This design comes from an exercise in tuning for small area on the open sky130 flow, not from production work.
In this exercise RTL edits were held to simulation tests only and were not proved equivalent to the original.
Power and IR drop assume default switching activity.

===== config.mk =====
export PLATFORM = sky130hd
export DESIGN_NAME = regfile_mp
export DESIGN_NICKNAME = regfile_mp
export VERILOG_FILES = /design/flow/design.v
export SDC_FILE = /design/flow/constraint.sdc
export NUM_CORES = 4
export LEC_CHECK = 0
export CAP_MARGIN = 20
export CELL_PAD_IN_SITES_DETAIL_PLACEMENT = 1
export CELL_PAD_IN_SITES_GLOBAL_PLACEMENT = 1
export CORE_MARGIN = 2
export CORE_UTILIZATION = 40
export SLEW_MARGIN = 20
export SYNTH_HIERARCHICAL = 1

===== constraint.sdc =====
create_clock -name core_clock -period 6.0 [get_ports {clk}]
set_input_delay 1.2000 -clock core_clock [delete_from_list [all_inputs] [get_ports {clk}]]
set_output_delay 1.2000 -clock core_clock [all_outputs]
set_load 0.01 [all_outputs]

===== design.v =====
module regfile_mp #(
  parameter  int XLEN = 32,
  parameter  int NREG = 32,
  parameter  int NRP  = 2,
  parameter  int NWP  = 2,
  localparam int AW   = $clog2(NREG)
) (
  input  logic                clk,
  input  logic                rst_n,
  input  logic [NWP-1:0]      we,
  input  logic [NWP*AW-1:0]   wa,
  input  logic [NWP*XLEN-1:0] wd,
  input  logic [NRP*AW-1:0]   ra,
  output logic [NRP*XLEN-1:0] rd,
  output logic                ready
);
  logic [AW-1:0]   r_cnt;
  logic            r_ready;
  logic [XLEN-1:0] r_mem_n [1:NREG-1];
  always_ff @(posedge clk) begin
    if (!rst_n)               r_cnt <= AW'(1);
    else if (r_cnt != '0)     r_cnt <= r_cnt + AW'(1);
  end
  always_ff @(posedge clk) begin
    if (!rst_n)                          r_ready <= 1'b0;
    else if (r_cnt == AW'(NREG - 1))     r_ready <= 1'b1;
  end
  assign ready = r_ready;
  logic [NREG-1:1] w_s0, w_s1, w_hn;
  regfile_mp_wdec #(.NREG(NREG), .AW(AW)) u_wdec (
    .rdy(r_ready), .we(we), .wa(wa),
    .s0(w_s0), .s1(w_s1), .hn(w_hn)
  );
  for (genvar r = 1; r < NREG; r++) begin : g_reg
    logic [XLEN-1:0] w_nxt;
    for (genvar b = 0; b < XLEN; b++) begin : g_bit
      regfile_mp_wbit u_wbit (
        .s0(w_s0[r]), .d0(wd[b]),
        .s1(w_s1[r]), .d1(wd[XLEN + b]),
        .hn(w_hn[r]), .q(r_mem_n[r][b]),
        .n(w_nxt[b])
      );
    end
    always_ff @(posedge clk) r_mem_n[r] <= w_nxt;
  end
  for (genvar g = 0; g < NRP; g++) begin : g_rd
    logic [AW-1:0]   w_ra;
    logic [NREG-1:1] w_rsel;
    logic            w_any;
    assign w_ra  = ra[g*AW +: AW];
    assign w_any = r_ready && (w_ra != '0);
    regfile_mp_rdec #(.NREG(NREG), .AW(AW)) u_rdec (.ra(w_ra), .sel(w_rsel));
    for (genvar b = 0; b < XLEN; b++) begin : g_bit
      logic [NREG-1:1] w_col;
      for (genvar r = 1; r < NREG; r++) begin : g_col
        assign w_col[r] = r_mem_n[r][b];
      end
      regfile_mp_rbit #(.N(NREG - 1)) u_rbit (
        .any(w_any), .sel(w_rsel), .dn(w_col), .y(rd[g*XLEN + b])
      );
    end
  end
endmodule
module regfile_mp_wdec #(
  parameter int NREG = 32,
  parameter int AW   = 5
) (
  input  logic            rdy,
  input  logic [1:0]      we,
  input  logic [2*AW-1:0] wa,
  output logic [NREG-1:1] s0,
  output logic [NREG-1:1] s1,
  output logic [NREG-1:1] hn
);
  always_comb begin
    for (int r = 1; r < NREG; r++) begin
      logic hit0, hit1;
      hit0  = rdy && we[0] && (wa[0 +: AW] == AW'(r));
      hit1  = rdy && we[1] && (wa[AW +: AW] == AW'(r));
      s1[r] = hit1;
      s0[r] = hit0 && !hit1;
      hn[r] = !rdy || hit0 || hit1;
    end
  end
endmodule
module regfile_mp_rdec #(
  parameter int NREG = 32,
  parameter int AW   = 5
) (
  input  logic [AW-1:0]   ra,
  output logic [NREG-1:1] sel
);
  always_comb
    for (int r = 1; r < NREG; r++)
      sel[r] = (ra == AW'(r));
endmodule
module regfile_mp_wbit (
  input  logic s0, d0,
  input  logic s1, d1,
  input  logic hn, q,
  output logic n
);
  logic keep_n;
  regfile_mp_nor2 u_keep (.a(q), .b(hn), .y(keep_n));
  regfile_mp_aoi221 u_aoi (.a1(s0), .a2(d0), .b1(s1), .b2(d1), .c(keep_n), .y(n));
endmodule
module regfile_mp_nor2 (
  input  logic a, b,
  output logic y
);
  assign y = ~(a | b);
endmodule
module regfile_mp_aoi221 (
  input  logic a1, a2, b1, b2, c,
  output logic y
);
  assign y = ~((a1 & a2) | (b1 & b2) | c);
endmodule
module regfile_mp_rbit #(
  parameter int N = 31
) (
  input  logic         any,
  input  logic [N-1:0] sel,
  input  logic [N-1:0] dn,
  output logic         y
);
  localparam int NG3 = N / 3;
  localparam int NR  = N % 3;
  localparam int NG  = NG3 + (NR != 0);
  logic [NG:0] w_v;
  for (genvar i = 0; i < NG3; i++) begin : g_grp
    regfile_mp_aoi3 u_aoi (.sel(sel[3*i +: 3]), .d(dn[3*i +: 3]), .yn(w_v[i]));
  end
  if (NR == 2) begin : g_rem2
    regfile_mp_aoi2 u_aoi (.sel(sel[3*NG3 +: 2]), .d(dn[3*NG3 +: 2]), .yn(w_v[NG3]));
  end else if (NR == 1) begin : g_rem1
    regfile_mp_aoi1 u_aoi (.sel(sel[3*NG3]), .d(dn[3*NG3]), .yn(w_v[NG3]));
  end
  assign w_v[NG] = any;
  regfile_mp_and #(.N(NG + 1)) u_and (.a(w_v), .y(y));
endmodule
module regfile_mp_aoi3 (
  input  logic [2:0] sel,
  input  logic [2:0] d,
  output logic       yn
);
  assign yn = ~|(sel & d);
endmodule
module regfile_mp_aoi2 (
  input  logic [1:0] sel,
  input  logic [1:0] d,
  output logic       yn
);
  assign yn = ~|(sel & d);
endmodule
module regfile_mp_aoi1 (
  input  logic sel,
  input  logic d,
  output logic yn
);
  assign yn = ~(sel & d);
endmodule
module regfile_mp_and #(
  parameter int N = 12
) (
  input  logic [N-1:0] a,
  output logic         y
);
  assign y = &a;
endmodule

===== flow/run.sh =====
#!/bin/bash
# Own layout flow: the standard ORFS flow (standard.sh, unchanged synthesis)
# with three layout choices added through ORFS's own variables and hooks:
#  - after floorplan, every combinational cell is swapped to the smallest-area
#    variant of its family (flow/downsize.tcl); the later repair steps upsize
#    where slew, capacitance or timing need it;
#  - ports are buffered with buf_1 instead of the default buffer cell;
#  - clock tree: clkbuf_16 only, larger sink clusters, no dummy loads.
# Each tool's full output stays in orfs/logs/; make's output goes to
# flow_make.log in the work folder.
set -euo pipefail
W=$(pwd)
CTS="-sink_clustering_enable -repair_clock_nets -dont_use_dummy_load"
CTS="$CTS -buf_list {sky130_fd_sc_hd__clkbuf_16}"
CTS="$CTS -sink_clustering_size 25 -sink_clustering_max_diameter 80"
bash standard.sh \
  "POST_FLOORPLAN_TCL=$W/flow/downsize.tcl" \
  "BUFFER_PORTS_ARGS=-buffer_cell sky130_fd_sc_hd__buf_1" \
  "CTS_ARGS=$CTS" \
  finish > "$W/flow_make.log" 2>&1

===== flow/downsize.tcl =====
# Swap every combinational cell to the smallest-area variant of its family
# (largest drive among equal areas). Timing repair later upsizes where needed.
set db [ord::get_db]
set block [[$db getChip] getBlock]
set dont_use {}
if { [info exists ::env(DONT_USE_CELLS)] } { set dont_use $::env(DONT_USE_CELLS) }
array set best {}
foreach lib [$db getLibs] {
  foreach m [$lib getMasters] {
    set n [$m getName]
    if { ![regexp {^(sky130_fd_sc_hd__[a-z0-9]+)_([0-9]+)$} $n -> fam sz] } { continue }
    if { [lsearch -exact $dont_use $n] >= 0 } { continue }
    set a [expr { [$m getWidth] * [$m getHeight] }]
    if { ![info exists best($fam)] } {
      set best($fam) [list $m $a $sz]
    } else {
      lassign $best($fam) bm ba bs
      if { $a < $ba || ($a == $ba && $sz > $bs) } { set best($fam) [list $m $a $sz] }
    }
  }
}
set skip {^sky130_fd_sc_hd__(df|edf|sdf|sedf|dl|conb|tap|fill|decap|diode|clk|lpflow|probe|ha|fa|fah|mux4)}
set n 0
foreach inst [$block getInsts] {
  set m [$inst getMaster]
  set name [$m getName]
  if { [regexp $skip $name] } { continue }
  if { ![regexp {^(sky130_fd_sc_hd__[a-z0-9]+)_([0-9]+)$} $name -> fam sz] } { continue }
  if { ![info exists best($fam)] } { continue }
  set bm [lindex $best($fam) 0]
  if { [$bm getName] ne $name } {
    if { [$inst swapMaster $bm] } { incr n }
  }
}
puts "downsize: swapped $n instances"

===== standard.sh =====
#!/bin/bash
# synth_recipe.tcl (not shown) runs the flow's synth.tcl, then flattens the netlist and writes it again
# the make line also repeats each setting of config.mk as NAME=value (left out here)
make -C /OpenROAD-flow-scripts/flow DESIGN_CONFIG=/design/flow/config.mk WORK_HOME=/design/flow/orfs CLKGATE_MAP_FILE= SYNTH_SCRIPT=/design/flow/synth_recipe.tcl "${@:-finish}"

==> impl_metrics.tcl, run 1 <==
set metrics [dict create \
    drive_above_1_share 0.0969 \
    fin_util 0.401 \
    crit_chain "buf_1 -> or3b_2 -> nor2_4 -> a222oi_1 -> nand4_1 -> nor3_1 -> buf_1" \
    setup_viol 0 \
    area_growth_pct -0.0282 \
    power.total_mw 11.8 \
    synth_seq_cells 998 \
    ff_latch_area_um2 20000 \
    ys_types 48 \
    cp_num_buf_inv 2 \
    start_util 0.402 \
    antenna_found_initial 6 \
    gr-total-overflow 0 \
    power_per_cell_area_nw_per_um2 241 \
    fmax_mhz 181 \
    slowest_stage "nor2_4" \
    die_h_um 353 \
    synth_area_leader_cell "dfxtp_1" \
    post-route-min-period_ns 5.52 \
    yosys-top-cells-area "dfxtp_1 (41%), a221oi_2 (31%), a222oi_1 (13%)" \
    dp_slack_ns 0.677 \
    setup_tns_ns 0 \
    grt_pass1_vias 48100 \
    vias 50800 \
    crit_start "ra[5]" \
    synthArstFlopShare 0 \
    final_cell_mix "dfxtp_1 (998), nor2_1 (994), a221oi_1 (992), a222oi_1 (640), nand4_1 (199)" \
    wl_per_cell_um 43.1 \
    ys_warn_count 11 \
    hold_viol 0 \
    grtUsageTotal 0.407 \
    postRouteAntennaNets 0 \
    dieArea_um2 125000 \
    root_buffer "clkbuf_16" \
    avgSynthCellArea_um2 11.5 \
    min_path_type "reg -> reg" \
    clkLatencyLatePin_ns 0.73 \
    seq_area_frac_synth 0.410 \
    htree_levels 2 \
    netlist.area_leader.share 0.410 \
    nFillCells 13800 \
    place.gp.congestion 0.951 \
    syn_area_um2 48800 \
    fin_ws_ns 0.475 \
    status "no timing/DRC/antenna violations" \
    hold_start "r_mem_n[26][24]" \
    cts_tree "yes" \
    max_slew_margin 0.141 \
    layout_commonest_cell "dfxtp_1" \
    r2r_start "r_ready" \
    drt-vias-per-instance 8.13 \
    rows 128 \
    arrival_ns 4.32 \
    ioPinCount 153 \
    syn_inst 4230 \
    coreArea_um2 121000 \
    cp-end-kind "output port" \
    path_clk_slew_ns 0.04 \
    die_w_um 353 \
    design_area_um2 48700 \
    tightest_slew_ns 1.29 \
    start_kind "primary input" \
    rsz0062_at_grt "false" \
    critPathMaxFanout 32 \
    hpwl_um 158000 \
    crit_type "in -> out" \
    grt_max_degree 35 \
    fin_skew_ns 0.0875 \
    synth-edff-count 0 \
    numCtsBuffers 55 \
    nNetsFinal 4714 \
    cts_resized 0 \
    dr.pass1.iters 13 \
    drtIter0Drc 12000 \
    drv_cap 0 \
    ir_drop_mv 0.224 \
    ys.flop_type "dfxtp_1" \
    portBuffers 152 \
    synth_nets 4321 \
    grt_pass1_wl_um 371000 \
    path_delay_family "simple AND/OR/NAND/NOR gates" \
    clockBufferDepth 3 \
    leakage_nw 13.6 \
    multiInputGateArea_um2 22900 \
    max_stage_delay_ns 1.02 \
    cts_post_setup_buffers_inserted 0 \
    cts.sinks 998 \
    postPlaceCellArea_um2 47300 \
    wl_um 269000 \
    drc 0 \
    cts_hold_buffers 0 \
    finalCritPeriodShare 0.921 \
    slew_violations 0 \
    path_common_cell "buf_1" \
    required_ns 4.80 \
]
## flip-flops by register name, indices dropped and copies added, names as in the netlist
name / cells
r_mem_n: 992
r_ready: 1
r_cnt: 5
## per-module statistics from Yosys, one instance, submodules excluded, excerpt
| module | times used | cells | cell area, um2 |
|---|---|---|---|
| regfile_mp | 1 | 1023 | 20200 |
| regfile_mp_aoi221 | 992 | 1 | 15.0 |
| regfile_mp_aoi3 | 640 | 1 | 10.0 |
| regfile_mp_aoi1 | 64 | 1 | 3.75 |
| regfile_mp_nor2 | 992 | 1 | 3.75 |
## routing by layer
layer	global-route usage	vias to the layer above	share of wire
met5	0	-	0.00017
li1	-	19700	-
met4	0.241	8	0.070
met2	0.581	4547	0.41
met1	0.548	25700	0.39
met3	0.110	836	0.14
## worst reg2reg max path: cells and delay by family (launching register included)
family / cells / cell delay [ns]
buffers and inverters: 3 / 1.45
AO/OA/AOI/OAI: 1 / 0.29
AND/OR/NAND/NOR: 4 / 1.91
flip-flops: 1 / 0.68
## final timing paths
check / depth (start not counted) / to / slack, ns
hold reg to reg: 2 / r_mem_n[26][24] / 0.51
hold / removal: 2 / r_mem_n[26][24] / 0.51
setup / recovery: 7 / rd[46] / 0.48
setup reg to reg: 8 / r_mem_n[6][17] / 1.55
## cell families (layout without fill, tap and decap cells)
kind of cell    Yosys count  in the layout  share of synthesized area
flops                   998            998                      0.410
fa+ha+maj                 3              3                   0.000770
buf+inv                  29            420                    0.00298
other cells               0              2                          0
simple gates           1552           1552                      0.147
mux                       2              2                   0.000513
xor+xnor                  1              1                   0.000180
compound gates         1645           1645                      0.439
## report_power, final
group          total (mW)  switching, mW  internal (mW)  leakage (nW)
clock                4.04           2.41           1.63         0.678
combinational        1.07          0.811          0.259          4.82
sequential           6.64         0.0133           6.63          8.08
## synthesized netlist by cell type (2+ instances only)
| library cell | n |
|---|---|
| or3_1 | 2 |
| nand2_1 | 78 |
| nand3_1 | 17 |
| or3b_4 | 6 |
| or4b_1 | 3 |
| nand2b_1 | 8 |
| nor3_1 | 11 |
| buf_4 | 5 |
| buf_2 | 8 |
| clkbuf_1 | 12 |
| nand4bb_1 | 3 |
| nor2_1 | 1099 |
| nand3b_1 | 29 |
| a222oi_1 | 640 |
| or2_2 | 2 |
| nand4b_1 | 3 |
| ha_1 | 3 |
| o21a_1 | 3 |
| a311o_1 | 8 |
| nor4_1 | 7 |
| nor2b_1 | 4 |
| inv_1 | 3 |
| dfxtp_1 | 998 |
| nor3_2 | 64 |
| or4_1 | 2 |
| a221oi_2 | 992 |
| nand4_1 | 199 |
## per-stage QoR
stage	cells	hold WS, ns
final	6248	0.507
after global routing	6246	0.522
after CTS	6244	0.507
after detailed placement	6189	0.488
after global placement	6184	0.483
after floorplan	4230	0.476
## area by class of cell
class,instances,share of cell area
Clock buffer,55,0.0282
Multi-Input combinational cell,3203,0.470
Sequential cell,998,0.410
Timing Repair Buffer,362,0.0494
Tap cell,1625,0.0417
Inverter,3,0.000231
Antenna cell,2,0.000103
==> inputs of run 2 (changes only) <==
--- a/design.v
+++ b/design.v
@@ -74,2 +74,3 @@
 );
+  logic [NREG-1:1] w_s0_n, w_s1_n, w_h;
   always_comb begin
@@ -79,6 +80,11 @@
       hit1  = rdy && we[1] && (wa[AW +: AW] == AW'(r));
-      s1[r] = hit1;
-      s0[r] = hit0 && !hit1;
-      hn[r] = !rdy || hit0 || hit1;
+      w_s1_n[r] = !hit1;
+      w_s0_n[r] = !(hit0 && !hit1);
+      w_h[r]    = rdy && !hit0 && !hit1;
     end
+  end
+  for (genvar r = 1; r < NREG; r++) begin : g_drv
+    regfile_mp_inv u_s0 (.a(w_s0_n[r]), .y(s0[r]));
+    regfile_mp_inv u_s1 (.a(w_s1_n[r]), .y(s1[r]));
+    regfile_mp_inv u_hn (.a(w_h[r]),    .y(hn[r]));
   end
@@ -92,5 +98,15 @@
 );
+  logic [NREG-1:1] w_sel_n;
   always_comb
     for (int r = 1; r < NREG; r++)
-      sel[r] = (ra == AW'(r));
+      w_sel_n[r] = !(ra == AW'(r));
+  for (genvar r = 1; r < NREG; r++) begin : g_drv
+    regfile_mp_inv u_sel (.a(w_sel_n[r]), .y(sel[r]));
+  end
+endmodule
+module regfile_mp_inv (
+  input  logic a,
+  output logic y
+);
+  assign y = ~a;
 endmodule
==> run 2 against run 1 <==
Cell count is 0.50% higher. Clock power is 1% higher. Hold slack worse by 0.0021 ns. Synthesized cell count is 3.9% higher. Sequential cell count stayed put. Non-clock buffer count is 142 lower. Largest power group unchanged. Critical path depth is 1 higher. Sequential share of layout area is 1.2 points higher. Design area is 2.8% lower. Register-to-register slack better by 0.70 ns. Wire length is 0.51% higher. Die area is 1.3% higher.
==> impl_metrics.tcl, run 2 <==
set metrics [dict create \
    hpwl_um 148000 \
    vias 50900 \
    area_growth_pct -4.11 \
    slew_violations 0 \
    fin_util 0.388 \
    post-route-min-period_ns 5.65 \
    avgSynthCellArea_um2 11.2 \
    min_path_type "reg -> reg" \
    max_slew_margin 0.127 \
    synth_seq_cells 998 \
    placedCellCount 6207 \
    clock_power_share 0.348 \
    hold_viol 0 \
    fmax_mhz 177 \
    start_util 0.404 \
    die_w_um 355 \
    netlist.area_leader.share 0.405 \
    clockBufferDepth 3 \
    rows 128 \
    cts.sinks 998 \
    regMostFlops "r_mem_n" \
    leakage_nw 14.0 \
    yosys-top-cells-area "dfxtp_1 (40%), a221oi_2 (30%), a222oi_1 (13%)" \
    required_ns 4.80 \
    htree_levels 2 \
    layout_commonest_cell "nor2_1" \
    synth-edff-count 0 \
    ys_types 46 \
    cp-end-kind "output port" \
    start_kind "primary input" \
    syn_inst 4394 \
    synth_area_leader_cell "dfxtp_1" \
    power.total_mw 11.8 \
    tightest_slew_ns 1.31 \
    largest_register_ffs 992 \
    wl_per_cell_um 43.1 \
    gr-total-overflow 0 \
    setup_tns_ns 0 \
    yosys-top-cells-count "nor2_1 (999), dfxtp_1 (998), a221oi_2 (992)" \
    antenna_found_initial 16 \
    cts_resized 0 \
    stdcell_count 6279 \
    cts_hold_buffers 0 \
    cts_tree "yes" \
    path_clk_slew_ns 0.09 \
    root_buffer "clkbuf_16" \
    critPathMaxFanout 32 \
    switching_share 0.274 \
    final_cell_mix "nor2_1 (1000), dfxtp_1 (998), a221oi_1 (992), a222oi_1 (640), nand4_1 (204)" \
    setup_viol 0 \
    portBuffers 152 \
    place.gp.congestion 0.915 \
    die_h_um 355 \
    syn_area_um2 49400 \
    ys.flop_type "dfxtp_1" \
    rsz0062_at_grt "false" \
    p_int_mw 8.55 \
    finalCritPeriodShare 0.942 \
    synthArstFlopShare 0 \
    fin_skew_ns 0.0360 \
    synth.most_common_cell "nor2_1" \
    coreArea_um2 122000 \
    drc 0 \
    seqPwrFrac 0.564 \
    drive_above_1_share 0.0728 \
    ys_warn_count 11 \
    status "no timing/DRC/antenna violations" \
    clkLatencyLatePin_ns 0.71 \
    dieArea_um2 126000 \
    grtUsageTotal 0.408 \
    grt_max_degree 36 \
    drtIter0Drc 11700 \
    crit_type "in -> out" \
    switching_power_mw 3.22 \
    nFillCells 13900 \
    dr.pass1.iters 13 \
    grt_pass1_wl_um 374000 \
    ir_drop_mv 0.263 \
    synth_nets 4485 \
    arrival_ns 4.45 \
    nNetsFinal 4736 \
    power_per_cell_area_nw_per_um2 249 \
    comb_power_share 0.088 \
    reg_top3 "r_mem_n: 992 flops, r_cnt: 5 flops, r_ready: 1 flops" \
    drt-vias-per-instance 8.10 \
    ioPinCount 153 \
    seq_area_frac_synth 0.405 \
    grt_pass1_vias 49000 \
    holdWs_ns 0.505 \
    postRouteAntennaNets 0 \
    drv_cap 0 \
    wl_um 270000 \
    numCtsBuffers 57 \
    cts_post_setup_buffers_inserted 0 \
]
[run 2: logic make-up after synthesis]
family	after synthesis	synth area share
compound gates	1638	0.432
xor+xnor	1	0.000177
fa+ha+maj	3	0.000760
buf+inv	186	0.0148
flops	998	0.405
mux	2	0.000507
simple gates	1566	0.147
[run 2: per-layer routing]
layer / part of all wire / GRT usage / wire [um] / up-vias
met5: 0.00075 / 0.00226 / 202 / -
met4: 0.068 / 0.246 / 18400 / 18
met3: 0.14 / 0.152 / 38800 / 881
met2: 0.40 / 0.576 / 110000 / 4369
met1: 0.38 / 0.524 / 104000 / 25800
li1: - / - / - / 19700
[run 2: modules after synthesis, one instance, submodules excluded, a selection]
module,cells inside,copies in the design
regfile_mp,1023,1
regfile_mp_aoi221,1,992
regfile_mp_aoi3,1,640
regfile_mp_aoi1,1,64
regfile_mp_inv,1,155
regfile_mp_nor2,1,992
[run 2: area by class of cell]
class                   count  area, um2  share of cell area
multi-input cells        3210      22100               0.466
clock buffers              57       1430              0.0301
well taps                1625       2030              0.0429
diodes                     11       27.5            0.000581
inverters                 158        608              0.0128
repair buffers            220       1210              0.0255
flip-flops and latches    998      20000               0.422
[run 2: critical path, stage by stage]
cell	delay, ns
buf_1	0.33
nor3b_1	0.18
nand2_1	0.14
clkinv_2	0.79
a222oi_1	0.62
nand4_1	0.14
nor3_1	0.79
buf_1	0.22
[run 2: per-stage QoR]
stage | instance area, um2 | setup slack (ns)
after CTS | 47200 | 0.774
after floorplan | 49400 | 2.21
final | 47400 | 0.349
after global placement | 45800 | 0.813
after global routing | 47300 | 0.462
after detailed placement | 45800 | 0.782
[run 2: power groups by stage]
stage | logic [mW] | registers [mW] | clock network [mW]
finish | 1.03 | 6.64 | 4.10
global route | 1.03 | 6.64 | 4.34
CTS | 0.970 | 6.64 | 4.12
detailed placement | 0.968 | 6.79 | 0
global placement | 0.964 | 6.79 | 0
floorplan | 0.392 | 6.79 | 0
[run 2: final timing paths]
path                                     from  slack, ns              to  depth (start not counted)
worst min register to register  r_mem_n[5][2]       0.51   r_mem_n[5][2]                          2
worst max-delay path                    ra[3]       0.35           rd[0]                          8
worst min-delay path            r_mem_n[5][2]       0.51   r_mem_n[5][2]                          2
worst max register to register        r_ready       2.25  r_mem_n[4][29]                          7
==> inputs of run 3 (changes only) <==
--- a/flow/run.sh
+++ b/flow/run.sh
@@ -14,3 +14,3 @@
 CTS="$CTS -buf_list {sky130_fd_sc_hd__clkbuf_16}"
-CTS="$CTS -sink_clustering_size 25 -sink_clustering_max_diameter 80"
+CTS="$CTS -sink_clustering_size 22 -sink_clustering_max_diameter 120"
 bash standard.sh \
==> run 3 against run 2 <==
Critical path type unchanged. Sequential power barely moved. Power down 1.4%. Fmax is 0.55% higher. Via count decreased by 0.21%. Non-clock buffer count unchanged. Worst setup slack better by 0.031 ns. Synthesized area unchanged.
==> impl_metrics.tcl, run 3 <==
set metrics [dict create \
    start_util 0.404 \
    dr.pass1.iters 15 \
    tightest_slew_ns 1.33 \
    path_common_cell "buf_1" \
    final_cell_mix "nor2_1 (1000), dfxtp_1 (998), a221oi_1 (992), a222oi_1 (640), nand4_1 (204)" \
    cp-end-kind "output port" \
    placedCellCount 6207 \
    cp_num_buf_inv 3 \
    power_per_cell_area_nw_per_um2 246 \
    holdWs_ns 0.508 \
    seqPwrFrac 0.572 \
    wl_per_cell_um 43.1 \
    path_delay_family "buffers and inverters" \
    rsz0062_at_grt "false" \
    nFillCells 13900 \
    clkLatencyLatePin_ns 0.71 \
    post-route-min-period_ns 5.62 \
    drc 0 \
    avgSynthCellArea_um2 11.2 \
    dieArea_um2 126000 \
    hpwl_um 148000 \
    p_int_mw 8.39 \
    vias 50800 \
    root_buffer "clkbuf_16" \
    synth_nets 4485 \
    rr_endpoint "r_mem_n[4][29]" \
    fin_util 0.386 \
    cts_hold_buffers 0 \
    grtUsageTotal 0.407 \
    fmax_mhz 178 \
    postRouteAntennaNets 0 \
    ys.flop_type "dfxtp_1" \
    die_w_um 355 \
    syn_area_um2 49400 \
    min_path_type "reg -> reg" \
    regMostFlops "r_mem_n" \
    drive_above_1_share 0.0716 \
    hold_viol 0 \
    start_kind "primary input" \
    stdcell_count 6271 \
    leakage_nw 13.9 \
    hold_end "r_mem_n[5][2]" \
    ys_warn_count 11 \
    netlist.area_leader.share 0.405 \
    dp_slack_ns 0.782 \
    syn_inst 4394 \
    layout_commonest_cell "nor2_1" \
    place.gp.congestion 0.915 \
    rrSetupSlack_ns 2.18 \
    cts_resized 0 \
    drt-vias-per-instance 8.09 \
    portBuffers 152 \
    yosys-top-cells-count "nor2_1 (999), dfxtp_1 (998), a221oi_2 (992)" \
    synth_seq_cells 998 \
    nNetsFinal 4730 \
    grt_pass1_vias 49000 \
    area_growth_pct -4.44 \
    reg_top3 "r_mem_n: 992 flops, r_cnt: 5 flops, r_ready: 1 flops" \
    grt_pass1_wl_um 373000 \
    holdPathStages 2 \
    drtIter0Drc 11300 \
    max_stage_delay_ns 0.80 \
    gr-total-overflow 0 \
    slowest_stage "clkinv_2" \
    crit_chain "buf_1 -> nor3b_1 -> nand2_1 -> clkinv_2 -> a222oi_1 -> nand4_1 -> nor3_1 -> buf_1" \
    clockBufferDepth 3 \
    ir_drop_mv 0.233 \
    die_h_um 355 \
    slew_violations 0 \
    path_clk_slew_ns 0.09 \
    fin_ws_ns 0.380 \
    r2r_cells 7 \
    hold_start "r_mem_n[5][2]" \
    comb_power_share 0.089 \
    finalCritPeriodShare 0.937 \
    htree_levels 2 \
    r2r_start "r_ready" \
    rows 128 \
    synth_area_leader_cell "dfxtp_1" \
    arrival_ns 4.42 \
    seq_area_frac_synth 0.405 \
    yosys-top-cells-area "dfxtp_1 (40%), a221oi_2 (30%), a222oi_1 (13%)" \
    setup_tns_ns 0 \
    largest_register_ffs 992 \
    switching_share 0.277 \
    postPlaceCellArea_um2 45800 \
    cts_tree "yes" \
    ioPinCount 153 \
    drv_cap 0 \
    grt_max_degree 36 \
    coreArea_um2 122000 \
    critPathMaxFanout 32 \
    antenna_found_initial 14 \
    cts.sinks 998 \
    fin_skew_ns 0.0255 \
    synth-edff-count 0 \
    crit_type "in -> out" \
    status "no timing/DRC/antenna violations" \
    numCtsBuffers 51 \
    power.total_mw 11.6 \
    required_ns 4.80 \
    synth.most_common_cell "nor2_1" \
    setup_viol 0 \
    switching_power_mw 3.21 \
    ys_types 46 \
    clock_power_share 0.339 \
    cts_post_setup_buffers_inserted 0 \
    design_area_um2 47200 \
    max_slew_margin 0.112 \
    synthArstFlopShare 0 \
    wl_um 270000 \
]
==> run 3: cell types whose count changed in the layout (fill, tap and decap cells not counted), sizes merged <==
cell    change
clkbuf      -6
diode       -2
==> run 3: power groups by stage <==
stage	Combinational [mW]	Clock [mW]	Sequential (mW)
6_report	1.03	3.93	6.64
5_1_grt	1.03	4.15	6.64
3_5_place_dp	0.968	0	6.79
3_3_place_gp	0.964	0	6.79
4_1_cts	0.969	3.94	6.64
2_1_floorplan	0.392	0	6.79
==> run 3: worst max path at each step <==
stage	from	to	slack (ns)	cells past startpoint
detailed placement	ra[1]	rd[0]	0.78	8
CTS	ra[1]	rd[0]	0.77	8
global route	ra[3]	rd[0]	0.47	8
floorplan	ra[2]	rd[0]	2.21	7
finish	ra[3]	rd[0]	0.38	8
global placement	ra[3]	rd[0]	0.81	8
==> run 3: cell type report <==
| cell class | instances | area, um2 | area share |
|---|---|---|---|
| Antenna cell | 9 | 22.5 | 0.000477 |
| Clock buffer | 51 | 1280 | 0.0270 |
| Inverter | 158 | 608 | 0.0129 |
| Multi-Input combinational cell | 3210 | 22100 | 0.468 |
| Sequential cell | 998 | 20000 | 0.423 |
| Tap cell | 1625 | 2030 | 0.0431 |
| Timing Repair Buffer | 220 | 1200 | 0.0254 |
==> run 3: Yosys stat by module, one instance, submodules excluded, a selection <==
module	cell area [um2]	flip-flops and latches
regfile_mp_aoi1	3.75	0
regfile_mp_aoi3	10.0	0
regfile_mp_aoi221	15.0	0
regfile_mp	20200	998
regfile_mp_nor2	3.75	0
regfile_mp_inv	3.75	0
==> run 3: layer usage <==
| layer | global-route usage | up-vias | part of all wire |
|---|---|---|---|
| li1 | - | 19700 | - |
| met2 | 0.576 | 4348 | 0.41 |
| met1 | 0.523 | 25700 | 0.38 |
| met5 | 0.00264 | - | 0.00064 |
| met4 | 0.251 | 10 | 0.070 |
| met3 | 0.151 | 919 | 0.14 |
==> run 3: kinds of logic after synthesis <==
group           Yosys count  synth area share
compound gates         1638             0.432
xor+xnor                  1          0.000177
mux                       2          0.000507
fa+ha+maj                 3          0.000760
buf+inv                 186            0.0148
flops                   998             0.405
simple gates           1566             0.147
==> run 3: worst min-delay path, stage by stage, from the launching register on <==
cell	delay, ns
dfxtp_1	0.33
nor2_1	0.08
a221oi_1	0.05
==> inputs of run 4 (changes only) <==
--- a/design.v
+++ b/design.v
@@ -74,18 +74,38 @@
 );
-  logic [NREG-1:1] w_s0_n, w_s1_n, w_h;
+  logic       w_we0;
+  logic [3:0] w_lo0, w_lo1;
+  logic [7:0] w_hi0, w_hi1;
+  assign w_we0 = we[0] && !(we[1] && (wa[0 +: AW] == wa[AW +: AW]));
   always_comb begin
-    for (int r = 1; r < NREG; r++) begin
-      logic hit0, hit1;
-      hit0  = rdy && we[0] && (wa[0 +: AW] == AW'(r));
-      hit1  = rdy && we[1] && (wa[AW +: AW] == AW'(r));
-      w_s1_n[r] = !hit1;
-      w_s0_n[r] = !(hit0 && !hit1);
-      w_h[r]    = rdy && !hit0 && !hit1;
-    end
-  end
-  for (genvar r = 1; r < NREG; r++) begin : g_drv
-    regfile_mp_inv u_s0 (.a(w_s0_n[r]), .y(s0[r]));
-    regfile_mp_inv u_s1 (.a(w_s1_n[r]), .y(s1[r]));
-    regfile_mp_inv u_hn (.a(w_h[r]),    .y(hn[r]));
-  end
+    for (int i = 0; i < 4; i++) begin
+      w_lo0[i] = (wa[1:0] == 2'(i));
+      w_lo1[i] = (wa[AW+1:AW] == 2'(i));
+    end
+    for (int i = 0; i < 8; i++) begin
+      w_hi0[i] = rdy && w_we0 && (wa[4:2] == 3'(i));
+      w_hi1[i] = rdy && we[1] && (wa[AW+4:AW+2] == 3'(i));
+    end
+  end
+  for (genvar r = 1; r < NREG; r++) begin : g_r
+    logic w_s0_n, w_s1_n, w_h;
+    regfile_mp_wctl u_ctl (
+      .rdy_n(!rdy),
+      .lo0(w_lo0[r % 4]), .hi0(w_hi0[r / 4]),
+      .lo1(w_lo1[r % 4]), .hi1(w_hi1[r / 4]),
+      .s0_n(w_s0_n), .s1_n(w_s1_n), .h(w_h)
+    );
+    regfile_mp_inv u_s0 (.a(w_s0_n), .y(s0[r]));
+    regfile_mp_inv u_s1 (.a(w_s1_n), .y(s1[r]));
+    regfile_mp_inv u_hn (.a(w_h),    .y(hn[r]));
+  end
+endmodule
+module regfile_mp_wctl (
+  input  logic rdy_n,
+  input  logic lo0, hi0,
+  input  logic lo1, hi1,
+  output logic s0_n, s1_n, h
+);
+  assign s0_n = ~(lo0 & hi0);
+  assign s1_n = ~(lo1 & hi1);
+  assign h    = ~((lo0 & hi0) | (lo1 & hi1) | rdy_n);
 endmodule
==> run 4 against run 3 <==
Sequential cell count unchanged. Sequential share of layout area is 0.18 points higher. Critical path type unchanged. Synthesized area fell by 0.14%. Non-clock buffer count down 3. Critical path depth increased by 1. Still clean. Via count decreased by 0.94%.
==> impl_metrics.tcl, run 4 <==
set metrics [dict create \
    wl_um 265000 \
    hpwl_um 146000 \
    seq_area_frac_synth 0.405 \
    drtIter0Drc 10700 \
    ioPinCount 153 \
    r2r_start "r_ready" \
    ys_types 39 \
    place.gp.congestion 0.909 \
    synth-edff-count 0 \
    final_cell_mix "a221oi_1 (1023), nor2_1 (1002), dfxtp_1 (998), a222oi_1 (640), nand2_1 (193)" \
    synthArstFlopShare 0 \
    power.total_mw 11.6 \
    coreArea_um2 122000 \
    ys_warn_count 11 \
    area_growth_pct -4.70 \
    slew_violations 0 \
    hold_viol 0 \
    rrSetupSlack_ns 2.43 \
    grt-busiest-layer "met2" \
    yosys-top-cells-area "dfxtp_1 (41%), a221oi_2 (31%), a222oi_1 (13%)" \
    synth_seq_cells 998 \
    cts.sinks 998 \
    reg_top3 "r_mem_n: 992 flops, r_cnt: 5 flops, r_ready: 1 flops" \
    multiInputGateArea_um2 22000 \
    clockBufferDepth 3 \
    ys.flop_type "dfxtp_1" \
    gr-total-overflow 0 \
    nFillCells 13900 \
    antenna_found_initial 19 \
    power_per_cell_area_nw_per_um2 247 \
    grtUsageTotal 0.399 \
    postPlaceCellArea_um2 45700 \
    fin_ws_ns 0.474 \
    cp-end-kind "output port" \
    avgSynthCellArea_um2 11.3 \
    die_w_um 355 \
    design_area_um2 47000 \
    layout_commonest_cell "a221oi_1" \
    nNetsFinal 4705 \
    cts_post_setup_buffers_inserted 0 \
    yosys-top-cells-count "a221oi_2 (1023), nor2_1 (1002), dfxtp_1 (998)" \
    start_kind "primary input" \
    die_h_um 355 \
    rr_endpoint "r_mem_n[22][29]" \
    r2r_cells 7 \
    synth.area.mux_share 0.000507 \
    drc 0 \
    ir_drop_mv 0.240 \
    synth_area_leader_cell "dfxtp_1" \
    fmax_mhz 181 \
    tightest_slew_ns 1.28 \
    grt_use_met1 0.522 \
    finalCritPeriodShare 0.921 \
    root_buffer "clkbuf_16" \
    critPathMaxFanout 32 \
    leakage_nw 13.6 \
    ff_latch_area_um2 20000 \
    grtUsageMet3 0.131 \
    post-route-min-period_ns 5.53 \
    postRouteAntennaNets 0 \
    min_path_type "reg -> reg" \
    path_clk_slew_ns 0.09 \
    clkLatencyLatePin_ns 0.74 \
    hold_end "r_mem_n[29][9]" \
    numCtsBuffers 51 \
    synth.most_common_cell "a221oi_2" \
    htree_levels 2 \
    synth_top_family_by_area "compound AO/OA/AOI/OAI gates" \
    portBuffers 152 \
    synth-compound-area-share 0.443 \
    rows 128 \
    dr.pass1.iters 12 \
    cts_tree "yes" \
    dp_slack_ns 0.790 \
    synth_xor_area_frac 0.00107 \
    use_met2 0.584 \
    hold_start "r_mem_n[29][9]" \
    arrival_ns 4.33 \
    synth-adder-area-share 0.000761 \
    crit_type "in -> out" \
    setup_viol 0 \
    syn_inst 4351 \
    start_util 0.404 \
    wl_per_cell_um 42.5 \
    status "no timing/DRC/antenna violations" \
    max_slew_margin 0.145 \
    holdPathStages 2 \
    holdWs_ns 0.506 \
    drt-vias-per-instance 8.05 \
    grt_pass1_vias 48400 \
    cts_resized 0 \
    synth_nets 4442 \
    rsz0062_at_grt "false" \
    netlist.area_leader.share 0.405 \
    fin_skew_ns 0.0377 \
    regMostFlops "r_mem_n" \
    required_ns 4.80 \
    grt_pass1_wl_um 367000 \
    syn_area_um2 49300 \
    synth_simple_gate_area_share 0.137 \
    drv_cap 0 \
    dieArea_um2 126000 \
    setup_tns_ns 0 \
    cts_hold_buffers 0 \
    grt_max_degree 33 \
    drive_above_1_share 0.0685 \
    vias 50300 \
    largest_register_ffs 992 \
]
## run 4: changes by cell type in the layout (fill, tap and decap cells not counted), moves of 6 or more
cell,before,now
clkbuf_2,49,36
clkinv_2,8,0
a221oi_1,992,1023
a211oi_1,0,6
nand3_1,34,2
buf_1,103,117
nand2_1,155,193
and3_1,36,3
nand2b_1,22,3
inv_2,148,157
nand4_1,204,192
## run 4: critical path, stage by stage
cell and delay [ns]:
buf_1 0.33, nor3b_1 0.45, nand2_1 0.17, inv_2 0.90, a222oi_1 0.34, nand4_1 0.46, nor3_1 0.16, buf_4 0.16
buf_1 0.12
## run 4: final cells by class
class	count	area share
Tap cell	1625	0.0433
Antenna cell	7	0.000373
Sequential cell	998	0.425
Timing Repair Buffer	217	0.0245
Multi-Input combinational cell	3188	0.467
Clock buffer	51	0.0272
Inverter	158	0.0127
## run 4: stage by stage
step           utilization  instances
2_1_floorplan            -       4351
3_3_place_gp         0.374       6183
3_5_place_dp         0.374       6184
4_1_cts              0.385       6235
5_1_grt              0.385       6239
6_report             0.385       6244
## run 4: how the worst max path moves through the flow
stage | slack (ns) | depth (start not counted) | endpoint | from
6_report | 0.47 | 9 | rd[2] | ra[1]
5_1_grt | 0.54 | 8 | rd[12] | ra[3]
4_1_cts | 0.79 | 9 | rd[2] | ra[1]
3_5_place_dp | 0.79 | 9 | rd[2] | ra[1]
3_3_place_gp | 0.86 | 8 | rd[17] | ra[3]
2_1_floorplan | 2.20 | 5 | r_mem_n[10][0] | wa[2]
## run 4: logic make-up (layout without fill, tap and decap cells)
group           after synthesis  after routing
compound gates             1676           1676
xor+xnor                      6              6
fa+ha+maj                     3              3
buf+inv                     165            426
flops                       998            998
mux                           2              2
other cells                   0              7
simple gates               1501           1501
## run 4: layer usage
metal / up-vias / routed length, um
met4: 12 / 14600
met1: 25600 / 102000
met3: 877 / 37300
met5: - / 72
li1: 19700 / -
met2: 4113 / 111000
## run 4: Yosys stat by module, one instance, submodules excluded, excerpt
module | cell area, um2 | cells | flip-flops and latches
regfile_mp_aoi221 | 15.0 | 1 | 0
regfile_mp | 20200 | 1023 | 998
regfile_mp_nor2 | 3.75 | 1 | 0
regfile_mp_wctl | 22.5 | 3 | 0
regfile_mp_aoi3 | 10.0 | 1 | 0
regfile_mp_inv | 3.75 | 1 | 0
regfile_mp_aoi1 | 3.75 | 1 | 0
## run 4: power breakdown
part	switching, mW	internal [mW]	total (mW)
Combinational	0.816	0.246	1.06
Sequential	0.0133	6.63	6.64
Clock	2.39	1.52	3.91
Total	3.22	8.39	11.6
==> inputs of run 5 (changes only) <==
--- a/flow/run.sh
+++ b/flow/run.sh
@@ -14,3 +14,3 @@
 CTS="$CTS -buf_list {sky130_fd_sc_hd__clkbuf_16}"
-CTS="$CTS -sink_clustering_size 22 -sink_clustering_max_diameter 120"
+CTS="$CTS -sink_clustering_size 25 -sink_clustering_max_diameter 150"
 bash standard.sh \
==> run 5 against run 4 <==
Sequential share of layout area grew 0.13 points. Utilization shrank 0.12 points. Via count is essentially flat. Cell count is essentially flat. Highest routed layer unchanged. Wire length is essentially flat. Clock power shrank 5%. Non-clock buffer count is the same. Worst setup slack gained 0.0073 ns. Critical path type unchanged. Sequential cell count is the same.
==> impl_metrics.tcl, run 5 <==
set metrics [dict create \
    synth.most_common_cell "a221oi_2" \
    drtIter0Drc 10900 \
    cts_hold_buffers 0 \
    root_buffer "clkbuf_16" \
    crit_chain "buf_1 -> and3b_1 -> nand2_1 -> inv_2 -> a222oi_1 -> nand4_1 -> nor3_1 -> buf_1" \
    wl_per_cell_um 42.5 \
    wl_um 265000 \
    regMostFlops "r_mem_n" \
    largest_register_ffs 992 \
    critPathMaxFanout 32 \
    synth_nets 4442 \
    ys_warn_count 11 \
    postRouteAntennaNets 0 \
    drt-vias-per-instance 8.06 \
    drive_above_1_share 0.0673 \
    dr.pass1.iters 13 \
    gr-total-overflow 0 \
    cts.sinks 998 \
    ys.flop_type "dfxtp_1" \
    required_ns 4.80 \
    rows 128 \
    htree_levels 2 \
    ir_drop_mv 0.208 \
    start_util 0.404 \
    slew_violations 0 \
    synth_seq_cells 998 \
    fin_skew_ns 0.0452 \
    slowest_stage "nor3_1" \
    hold_viol 0 \
    netlist.area_leader.share 0.405 \
    seq_area_frac_synth 0.405 \
    start_kind "primary input" \
    dp_slack_ns 0.790 \
    syn_area_um2 49300 \
    postPlaceCellArea_um2 45700 \
    holdWs_ns 0.507 \
    drv_cap 0 \
    grtUsageTotal 0.399 \
    dieArea_um2 126000 \
    setup_viol 0 \
    min_path_type "reg -> reg" \
    max_stage_delay_ns 0.87 \
    fin_util 0.384 \
    grt_pass1_wl_um 367000 \
    yosys-top-cells-area "dfxtp_1 (41%), a221oi_2 (31%), a222oi_1 (13%)" \
    portBuffers 152 \
    synth_area_leader_cell "dfxtp_1" \
    clkLatencyLatePin_ns 0.73 \
    vias 50300 \
    grt_max_degree 33 \
    avgSynthCellArea_um2 11.3 \
    coreArea_um2 122000 \
    path_clk_slew_ns 0.10 \
    crit_type "in -> out" \
    synth-edff-count 0 \
    multiInputGateArea_um2 22000 \
    setup_tns_ns 0 \
    tightest_slew_ns 1.30 \
    status "no timing/DRC/antenna violations" \
    power_per_cell_area_nw_per_um2 244 \
    ys_types 39 \
    design_area_um2 46900 \
    area_growth_pct -5.00 \
    post-route-min-period_ns 5.52 \
    die_w_um 355 \
    max_slew_margin 0.132 \
    syn_inst 4351 \
    drc 0 \
    nFillCells 13900 \
    path_common_cell "buf_1" \
    reg_top3 "r_mem_n: 992 flops, r_cnt: 5 flops, r_ready: 1 flops" \
    die_h_um 355 \
    grt_pass1_vias 48300 \
    nNetsFinal 4699 \
    rsz0062_at_grt "false" \
    hpwl_um 146000 \
    cts_resized 0 \
    antenna_found_initial 19 \
    numCtsBuffers 45 \
    place.gp.congestion 0.909 \
    cts_tree "yes" \
    ioPinCount 153 \
    r2r_cells 7 \
    leakage_nw 13.6 \
    fin_ws_ns 0.481 \
    ff_latch_area_um2 20000 \
    finalCritPeriodShare 0.920 \
    yosys-top-cells-count "a221oi_2 (1023), nor2_1 (1002), dfxtp_1 (998)" \
    cp-end-kind "output port" \
    layout_commonest_cell "a221oi_1" \
    fmax_mhz 181 \
    clockBufferDepth 3 \
    synthArstFlopShare 0 \
    final_cell_mix "a221oi_1 (1023), nor2_1 (1002), dfxtp_1 (998), a222oi_1 (640), nand2_1 (193)" \
    cts_post_setup_buffers_inserted 0 \
    arrival_ns 4.32 \
    holdPathStages 2 \
]
[run 5: modules after synthesis, one instance, submodules excluded, excerpt]
module             times used  cells inside  cell area, um2
regfile_mp                  1          1023           20200
regfile_mp_wctl            31             3            22.5
regfile_mp_aoi221         992             1            15.0
regfile_mp_aoi3           640             1            10.0
regfile_mp_aoi1            64             1            3.75
regfile_mp_inv            155             1            3.75
regfile_mp_nor2           992             1            3.75
[run 5: cells by family (layout without fill, tap and decap cells)]
logic type	after synthesis	count (layout)	synth area share
XOR/XNOR	6	6	0.00107
AO/OA/AOI/OAI	1676	1676	0.443
multiplexers	2	2	0.000507
other	0	8	0
AND/OR/NAND/NOR	1501	1501	0.137
flip-flops	998	998	0.405
adder cells (fa/ha/maj)	3	3	0.000761
buffers and inverters	165	420	0.0127
[run 5: through the flow]
stage | cells | total power, mW
floorplan | 4351 | 7.19
global placement | 6183 | 7.77
detailed placement | 6184 | 7.77
CTS | 6229 | 11.4
global route | 6233 | 11.7
finish | 6239 | 11.4
[run 5: per-layer routing]
layer | track usage | vias to the layer above | part of all wire
met4 | 0.207 | 16 | 0.058
li1 | - | 19600 | -
met1 | 0.522 | 25500 | 0.38
met5 | 0 | - | 0.00041
met2 | 0.584 | 4247 | 0.42
met3 | 0.130 | 905 | 0.14
[run 5: power by group]
part           internal, mW  switching [mW]  leakage [nW]
Sequential             6.63          0.0132          8.08
Combinational         0.245           0.818          4.93
Clock                  1.35            2.37         0.555
[run 5: final timing paths]
kind	from	to	slack, ns
min reg2reg	r_mem_n[29][9]	r_mem_n[29][9]	0.51
max reg2reg	r_ready	r_mem_n[23][18]	2.45
max	ra[3]	rd[17]	0.48
min	r_mem_n[29][9]	r_mem_n[29][9]	0.51
[run 5: critical path: cells and delay by family]
family | cells | cell delay [ns]
compound gates | 1 | 0.44
simple gates | 4 | 1.72
buf+inv | 3 | 0.93
[run 5: layout make-up]
| type | instances | share of cell area |
|---|---|---|
| Antenna cell | 8 | 0.000427 |
| Clock buffer | 45 | 0.0240 |
| Inverter | 158 | 0.0127 |
| Multi-Input combinational cell | 3188 | 0.468 |
| Sequential cell | 998 | 0.426 |
| Tap cell | 1625 | 0.0434 |
| Timing Repair Buffer | 217 | 0.0245 |
==> inputs of run 6 (changes only) <==
--- a/design.v
+++ b/design.v
@@ -91,3 +91,3 @@
     regfile_mp_wctl u_ctl (
-      .rdy_n(!rdy),
+      .rdy(rdy),
       .lo0(w_lo0[r % 4]), .hi0(w_hi0[r / 4]),
@@ -102,3 +102,3 @@
 module regfile_mp_wctl (
-  input  logic rdy_n,
+  input  logic rdy,
   input  logic lo0, hi0,
@@ -107,5 +107,17 @@
 );
-  assign s0_n = ~(lo0 & hi0);
-  assign s1_n = ~(lo1 & hi1);
-  assign h    = ~((lo0 & hi0) | (lo1 & hi1) | rdy_n);
+  regfile_mp_nand2 u_s0 (.a(lo0), .b(hi0), .y(s0_n));
+  regfile_mp_nand2 u_s1 (.a(lo1), .b(hi1), .y(s1_n));
+  regfile_mp_and3 u_h  (.a(s0_n), .b(s1_n), .c(rdy), .y(h));
+endmodule
+module regfile_mp_nand2 (
+  input  logic a, b,
+  output logic y
+);
+  assign y = ~(a & b);
+endmodule
+module regfile_mp_and3 (
+  input  logic a, b, c,
+  output logic y
+);
+  assign y = a & b & c;
 endmodule
==> run 6 against run 5 <==
Sequential share of layout area is 0.34 points lower. Count of clock-buffer cells in the layout is 1 higher. Clock power up 2%. Die area fell by 0.55%. Cell count increased by 0.69%. Global-route usage up 1.9 points. Wire length is 4.3% higher. Design area rose by 0.80%. Critical path depth stayed put. Hold slack better by 0.0024 ns. Utilization grew 0.41 points. Sequential cell count did not move. Highest routed layer unchanged.
==> impl_metrics.tcl, run 6 <==
set metrics [dict create \
    die_h_um 354 \
    setup_tns_ns 0 \
    ioPinCount 153 \
    status "no timing/DRC/antenna violations" \
    vias 50900 \
    ys.flop_type "dfxtp_1" \
    portBuffers 152 \
    ys_warn_count 11 \
    synth_xor_area_frac 0.00107 \
    ys_types 39 \
    drtIter0Drc 12000 \
    cp-end-kind "output port" \
    grt_pass1_vias 48300 \
    comb_power_share 0.091 \
    yosys-top-cells-count "nor2_1 (1002), dfxtp_1 (998), a221oi_2 (992)" \
    synth_top_family_by_area "compound AO/OA/AOI/OAI gates" \
    slew_violations 0 \
    synth_seq_cells 998 \
    wl_per_cell_um 44.1 \
    syn_area_um2 49000 \
    largest_register_ffs 992 \
    cts_resized 0 \
    ir_drop_mv 0.214 \
    regMostFlops "r_mem_n" \
    tightest_slew_ns 1.31 \
    syn_inst 4350 \
    fmax_mhz 185 \
    drv_cap 0 \
    dr.pass1.iters 12 \
    cts_tree "yes" \
    cts_post_setup_buffers_inserted 0 \
    p_int_mw 8.26 \
    coreArea_um2 122000 \
    start_util 0.403 \
    drive_above_1_share 0.0765 \
    wl_um 277000 \
    rows 128 \
    hpwl_um 152000 \
    stdcell_count 6282 \
    switching_power_mw 3.22 \
    grtUsageTotal 0.418 \
    netlist.area_leader.share 0.407 \
    nNetsFinal 4746 \
    reg_top3 "r_mem_n: 992 flops, r_cnt: 5 flops, r_ready: 1 flops" \
    final_cell_mix "nor2_1 (1002), dfxtp_1 (998), a221oi_1 (992), a222oi_1 (640), nand2_1 (193)" \
    clockBufferDepth 3 \
    area_growth_pct -3.70 \
    arrival_ns 4.21 \
    hold_viol 0 \
    finalCritPeriodShare 0.902 \
    critPathMaxFanout 32 \
    drc 0 \
    max_slew_margin 0.127 \
    synth_area_leader_cell "dfxtp_1" \
    seq_area_frac_synth 0.407 \
    rsz0062_at_grt "false" \
    fin_skew_ns 0.0808 \
    synth-edff-count 0 \
    antenna_found_initial 9 \
    synth_simple_gate_area_share 0.141 \
    avgSynthCellArea_um2 11.3 \
    postRouteAntennaNets 0 \
    numCtsBuffers 46 \
    path_clk_slew_ns 0.11 \
    place.gp.congestion 0.908 \
    synth_nets 4441 \
    clock_power_share 0.331 \
    drt-vias-per-instance 8.10 \
    leakage_nw 14.0 \
    switching_share 0.281 \
    htree_levels 2 \
    grt_max_degree 39 \
    dieArea_um2 125000 \
    layout_commonest_cell "nor2_1" \
    die_w_um 354 \
    synth.area.mux_share 0.000510 \
    cts_hold_buffers 0 \
    root_buffer "clkbuf_16" \
    clkLatencyLatePin_ns 0.73 \
    start_kind "primary input" \
    setup_viol 0 \
    synth-compound-area-share 0.436 \
    power_per_cell_area_nw_per_um2 243 \
    seqPwrFrac 0.578 \
    grt_pass1_wl_um 378000 \
    post-route-min-period_ns 5.41 \
    required_ns 4.80 \
    synth-adder-area-share 0.000765 \
    crit_type "in -> out" \
    synth.most_common_cell "nor2_1" \
    gr-total-overflow 0 \
    synthArstFlopShare 0 \
    yosys-top-cells-area "dfxtp_1 (41%), a221oi_2 (30%), a222oi_1 (13%)" \
    placedCellCount 6229 \
    cts.sinks 998 \
    min_path_type "reg -> reg" \
]
-- run 6: power groups by stage --
stage | Sequential, mW | Clock (mW) | Combinational [mW]
floorplan | 6.79 | 0 | 0.390
global placement | 6.79 | 0 | 0.970
detailed placement | 6.79 | 0 | 0.975
CTS | 6.64 | 3.79 | 0.976
global route | 6.65 | 4.00 | 1.03
finish | 6.64 | 3.80 | 1.04
-- run 6: layout make-up --
type,count,area [um2]
Fill cell,13900,74500
Tap cell,1625,2030
Clock buffer,46,1150
Sequential cell,998,20000
Multi-Input combinational cell,3188,21800
Timing Repair Buffer,264,1610
Inverter,157,598
Antenna cell,4,10.0
-- run 6: final timing paths --
kind / startpoint / cells past startpoint / slack [ns] / to
worst max-delay path: ra[1] / 8 / 0.59 / rd[23]
worst min-delay path: r_mem_n[4][16] / 2 / 0.51 / r_mem_n[4][16]
worst max register to register: r_ready / 9 / 2.22 / r_mem_n[5][23]
worst min register to register: r_mem_n[4][16] / 2 / 0.51 / r_mem_n[4][16]
-- run 6: logic make-up (layout without fill, tap and decap cells) --
| family | after synthesis | in the layout |
|---|---|---|
| flops | 998 | 998 |
| xor+xnor | 6 | 6 |
| compound gates | 1645 | 1645 |
| buf+inv | 164 | 467 |
| simple gates | 1532 | 1532 |
| fa+ha+maj | 3 | 3 |
| mux | 2 | 2 |
| other cells | 0 | 4 |
-- run 6: worst max-delay path: stages --
cell and delay (ns):
buf_1 0.29, and3b_1 0.27, nand2_1 0.09, inv_2 0.36, a222oi_1 0.62, nand4_1 0.45, nor3_1 0.69, buf_1 0.21
-- run 6: through the flow --
step                      setup WS, ns  hold slack, ns   util  total power, mW  cell area [um2]
after detailed placement         0.771           0.488  0.378             7.77            46000
final                            0.588           0.510  0.388             11.5            47200
after floorplan                   2.21           0.476      -             7.18            49000
after CTS                        0.757           0.510  0.387             11.4            47100
after global placement           0.750           0.484  0.378             7.76            46000
after global routing             0.660           0.522  0.388             11.7            47200
-- run 6: routing by layer --
| metal | part of all wire | GRT usage | vias up |
|---|---|---|---|
| met3 | 0.15 | 0.144 | 958 |
| met1 | 0.38 | 0.545 | 25600 |
| met2 | 0.40 | 0.587 | 4563 |
| li1 | - | - | 19700 |
| met5 | 0.0010 | 0.00792 | - |
| met4 | 0.072 | 0.259 | 15 |
-- run 6: modules after synthesis (local to each module, per instance), a selection --
module | area, um2 | times used | cells inside | flip-flops and latches
regfile_mp_nor2 | 3.75 | 992 | 1 | 0
regfile_mp_and3 | 6.26 | 31 | 1 | 0
regfile_mp_aoi3 | 10.0 | 640 | 1 | 0
regfile_mp_nand2 | 3.75 | 62 | 1 | 0
regfile_mp | 20200 | 1 | 1023 | 998
regfile_mp_aoi1 | 3.75 | 64 | 1 | 0
regfile_mp_inv | 3.75 | 155 | 1 | 0
regfile_mp_aoi221 | 15.0 | 992 | 1 | 0
==> inputs of run 7 (changes only) <==
--- a/flow/run.sh
+++ b/flow/run.sh
@@ -14,3 +14,3 @@
 CTS="$CTS -buf_list {sky130_fd_sc_hd__clkbuf_16}"
-CTS="$CTS -sink_clustering_size 25 -sink_clustering_max_diameter 150"
+CTS="$CTS -sink_clustering_size 22 -sink_clustering_max_diameter 120"
 bash standard.sh \
==> run 7 against run 6 <==
Still clean on timing, DRC and antenna. Clock power up 4%. Critical path depth unchanged. Worst setup slack worse by 0.14 ns. Fmax down 2.5%. Register-to-register slack better by 0.02 ns. Largest power group unchanged.
==> impl_metrics.tcl, run 7 <==
set metrics [dict create \
    status "no timing/DRC/antenna violations" \
    setup_viol 0 \
    antenna_found_initial 7 \
    rsz0062_at_grt "false" \
    hpwl_um 152000 \
    synthArstFlopShare 0 \
    slew_violations 0 \
    synth_xor_area_frac 0.00107 \
    numCtsBuffers 51 \
    cts_hold_buffers 0 \
    nNetsFinal 4751 \
    synth-edff-count 0 \
    coreArea_um2 122000 \
    clkLatencyLatePin_ns 0.72 \
    ys_types 39 \
    avgSynthCellArea_um2 11.3 \
    layout_commonest_cell "nor2_1" \
    dp_slack_ns 0.771 \
    crit_type "in -> out" \
    reg_top3 "r_mem_n: 992 flops, r_cnt: 5 flops, r_ready: 1 flops" \
    start_util 0.403 \
    fin_skew_ns 0.0507 \
    min_path_type "reg -> reg" \
    power_per_cell_area_nw_per_um2 246 \
    rows 128 \
    required_ns 4.80 \
    drt-vias-per-instance 8.15 \
    drv_cap 0 \
    dieArea_um2 125000 \
    synth_simple_gate_area_share 0.141 \
    wl_met1_um 105000 \
    grt_pass1_vias 48500 \
    post-route-min-period_ns 5.55 \
    tightest_slew_ns 1.32 \
    clockBufferDepth 3 \
    place.gp.congestion 0.908 \
    drtIter0Drc 12000 \
    cp-end-kind "output port" \
    final_cell_mix "nor2_1 (1002), dfxtp_1 (998), a221oi_1 (992), a222oi_1 (640), nand2_1 (193)" \
    seq_area_frac_synth 0.407 \
    root_buffer "clkbuf_16" \
    placedCellCount 6229 \
    synth-adder-area-share 0.000765 \
    cts_resized 0 \
    yosys-top-cells-count "nor2_1 (1002), dfxtp_1 (998), a221oi_2 (992)" \
    die_h_um 354 \
    ys.flop_type "dfxtp_1" \
    grt_max_degree 39 \
    grtUsageTotal 0.418 \
    routed-wl-met3_um 39800 \
    syn_inst 4350 \
    setup_tns_ns 0 \
    arrival_ns 4.35 \
    start_kind "primary input" \
    postPlaceCellArea_um2 46000 \
    synth-compound-area-share 0.436 \
    synth.area.mux_share 0.000510 \
    critPathMaxFanout 32 \
    yosys-top-cells-area "dfxtp_1 (41%), a221oi_2 (30%), a222oi_1 (13%)" \
    ioPinCount 153 \
    synth_area_leader_cell "dfxtp_1" \
    rrSetupSlack_ns 2.24 \
    holdPathStages 2 \
    wl_met2_um 112000 \
    top_layer "met5" \
    htree_levels 2 \
    syn_area_um2 49000 \
    r2r_cells 9 \
    netlist.area_leader.share 0.407 \
    grt_pass1_wl_um 378000 \
    design_area_um2 47400 \
    wl_um 277000 \
    power.total_mw 11.6 \
    dr.pass1.iters 13 \
    cts_post_setup_buffers_inserted 0 \
    fin_ws_ns 0.453 \
    synth_seq_cells 998 \
    drive_above_1_share 0.0775 \
    largest_register_ffs 992 \
    synth_top_family_by_area "compound AO/OA/AOI/OAI gates" \
    synth_nets 4441 \
    ir_drop_mv 0.231 \
    stdcell_count 6290 \
    vias 51300 \
    gr-total-overflow 0 \
    hold_viol 0 \
    max_slew_margin 0.117 \
    postRouteAntennaNets 0 \
    ys_warn_count 11 \
    regMostFlops "r_mem_n" \
    cts_tree "yes" \
    leakage_nw 14.0 \
    area_growth_pct -3.44 \
    portBuffers 152 \
    die_w_um 354 \
    finalCritPeriodShare 0.925 \
    drc 0 \
    cts.sinks 998 \
    path_clk_slew_ns 0.10 \
    wl_per_cell_um 44.0 \
    fmax_mhz 180 \
    synth.most_common_cell "nor2_1" \
]
-- run 7: cell counts after synthesis --
No cell type changed its count.
-- run 7: worst max-delay path: stages --
cell and delay, ns:
buf_1 0.27, and3b_1 0.28, nand2_1 0.10, inv_2 0.34, a222oi_1 0.50, nand4_1 0.66, nor3_1 0.74, buf_1 0.23
-- run 7: worst paths after layout --
| path | endpoint | start |
|---|---|---|
| max | rd[30] | ra[3] |
| min | r_mem_n[4][16] | r_mem_n[4][16] |
| max reg2reg | r_mem_n[5][21] | r_ready |
| min reg2reg | r_mem_n[4][16] | r_mem_n[4][16] |
-- run 7: layout make-up --
cell class,count,area [um2]
Clock buffer,51,1280
Tap cell,1625,2030
Antenna cell,7,17.5
Inverter,157,597
Fill cell,13900,74400
Sequential cell,998,20000
Multi-Input combinational cell,3188,21800
Timing Repair Buffer,264,1610
-- run 7: power breakdown --
group | total [mW] | switching (mW) | internal (mW) | leakage (nW)
registers | 6.64 | 0.0127 | 6.63 | 8.08
clock network | 3.96 | 2.44 | 1.52 | 0.629
logic | 1.05 | 0.801 | 0.248 | 5.31
-- run 7: cells by family after synthesis --
group / count (synthesis)
AO/OA/AOI/OAI: 1645
AND/OR/NAND/NOR: 1532
flip-flops: 998
buffers and inverters: 164
XOR/XNOR: 6
adder cells (fa/ha/maj): 3
multiplexers: 2
-- run 7: per-stage QoR --
step,utilization,hold WS [ns]
global placement,0.378,0.484
global route,0.389,0.521
CTS,0.388,0.509
detailed placement,0.378,0.488
floorplan,-,0.476
finish,0.389,0.506
-- run 7: routing by layer --
layer,GRT usage,vias up
met3,0.143,949
met5,0.00868,-
met2,0.590,4544
met4,0.261,7
li1,-,19700
met1,0.543,26100
-- run 7: per-module statistics from Yosys, one instance, submodules excluded, a selection --
module / flops+latches / cell area (um2) / cells inside
regfile_mp: 998 / 20200 / 1023
regfile_mp_and3: 0 / 6.26 / 1
regfile_mp_aoi1: 0 / 3.75 / 1
regfile_mp_aoi221: 0 / 15.0 / 1
regfile_mp_aoi3: 0 / 10.0 / 1
regfile_mp_inv: 0 / 3.75 / 1
regfile_mp_nand2: 0 / 3.75 / 1
regfile_mp_nor2: 0 / 3.75 / 1

==> re-timing with driven ports <==
How much do the figures lean on ideal ports? The routed layouts below were timed once more, with nothing changed but the port constraints.
Step 1 assumes that a clkbuf_16 drives the clock port and a buf_2 every other input.
Step 2 times the ports against the registers' clock, not the clock port: input delays grow and output delays shrink by t, the midpoint of the rising clock arrivals with the driver on.
Slacks: ideal ports / drivers / drivers and shift; pairs: ideal ports / drivers.
run | shift t [ns] | setup slack, ns | hold slack, ns | worst setup path after step 2 | pins driven straight from the clock port
run 1 | 0.773 | 0.475 / 0.451 / 0.451 | 0.507 / 0.507 / 0.507 | input to output | 1
run 2 | 0.785 | 0.349 / 0.321 / 0.321 | 0.505 / 0.505 / 0.505 | input to output | 1
run 3 | 0.784 | 0.380 / 0.351 / 0.351 | 0.508 / 0.508 / 0.508 | input to output | 1
run 4 | 0.782 | 0.474 / 0.381 / 0.381 | 0.506 / 0.506 / 0.506 | input to output | 1
run 5 | 0.780 | 0.481 / 0.379 / 0.379 | 0.507 / 0.507 / 0.507 | input to output | 1
run 6 | 0.764 | 0.588 / 0.553 / 0.553 | 0.510 / 0.510 / 0.510 | input to output | 1
run 7 | 0.782 | 0.453 / 0.406 / 0.406 | 0.506 / 0.506 / 0.506 | input to output | 1
After both steps every run listed still meets setup and hold. The setup slack of run 5, which loses most, moves by -0.102 ns with the drivers and by -0.102 ns with both steps.
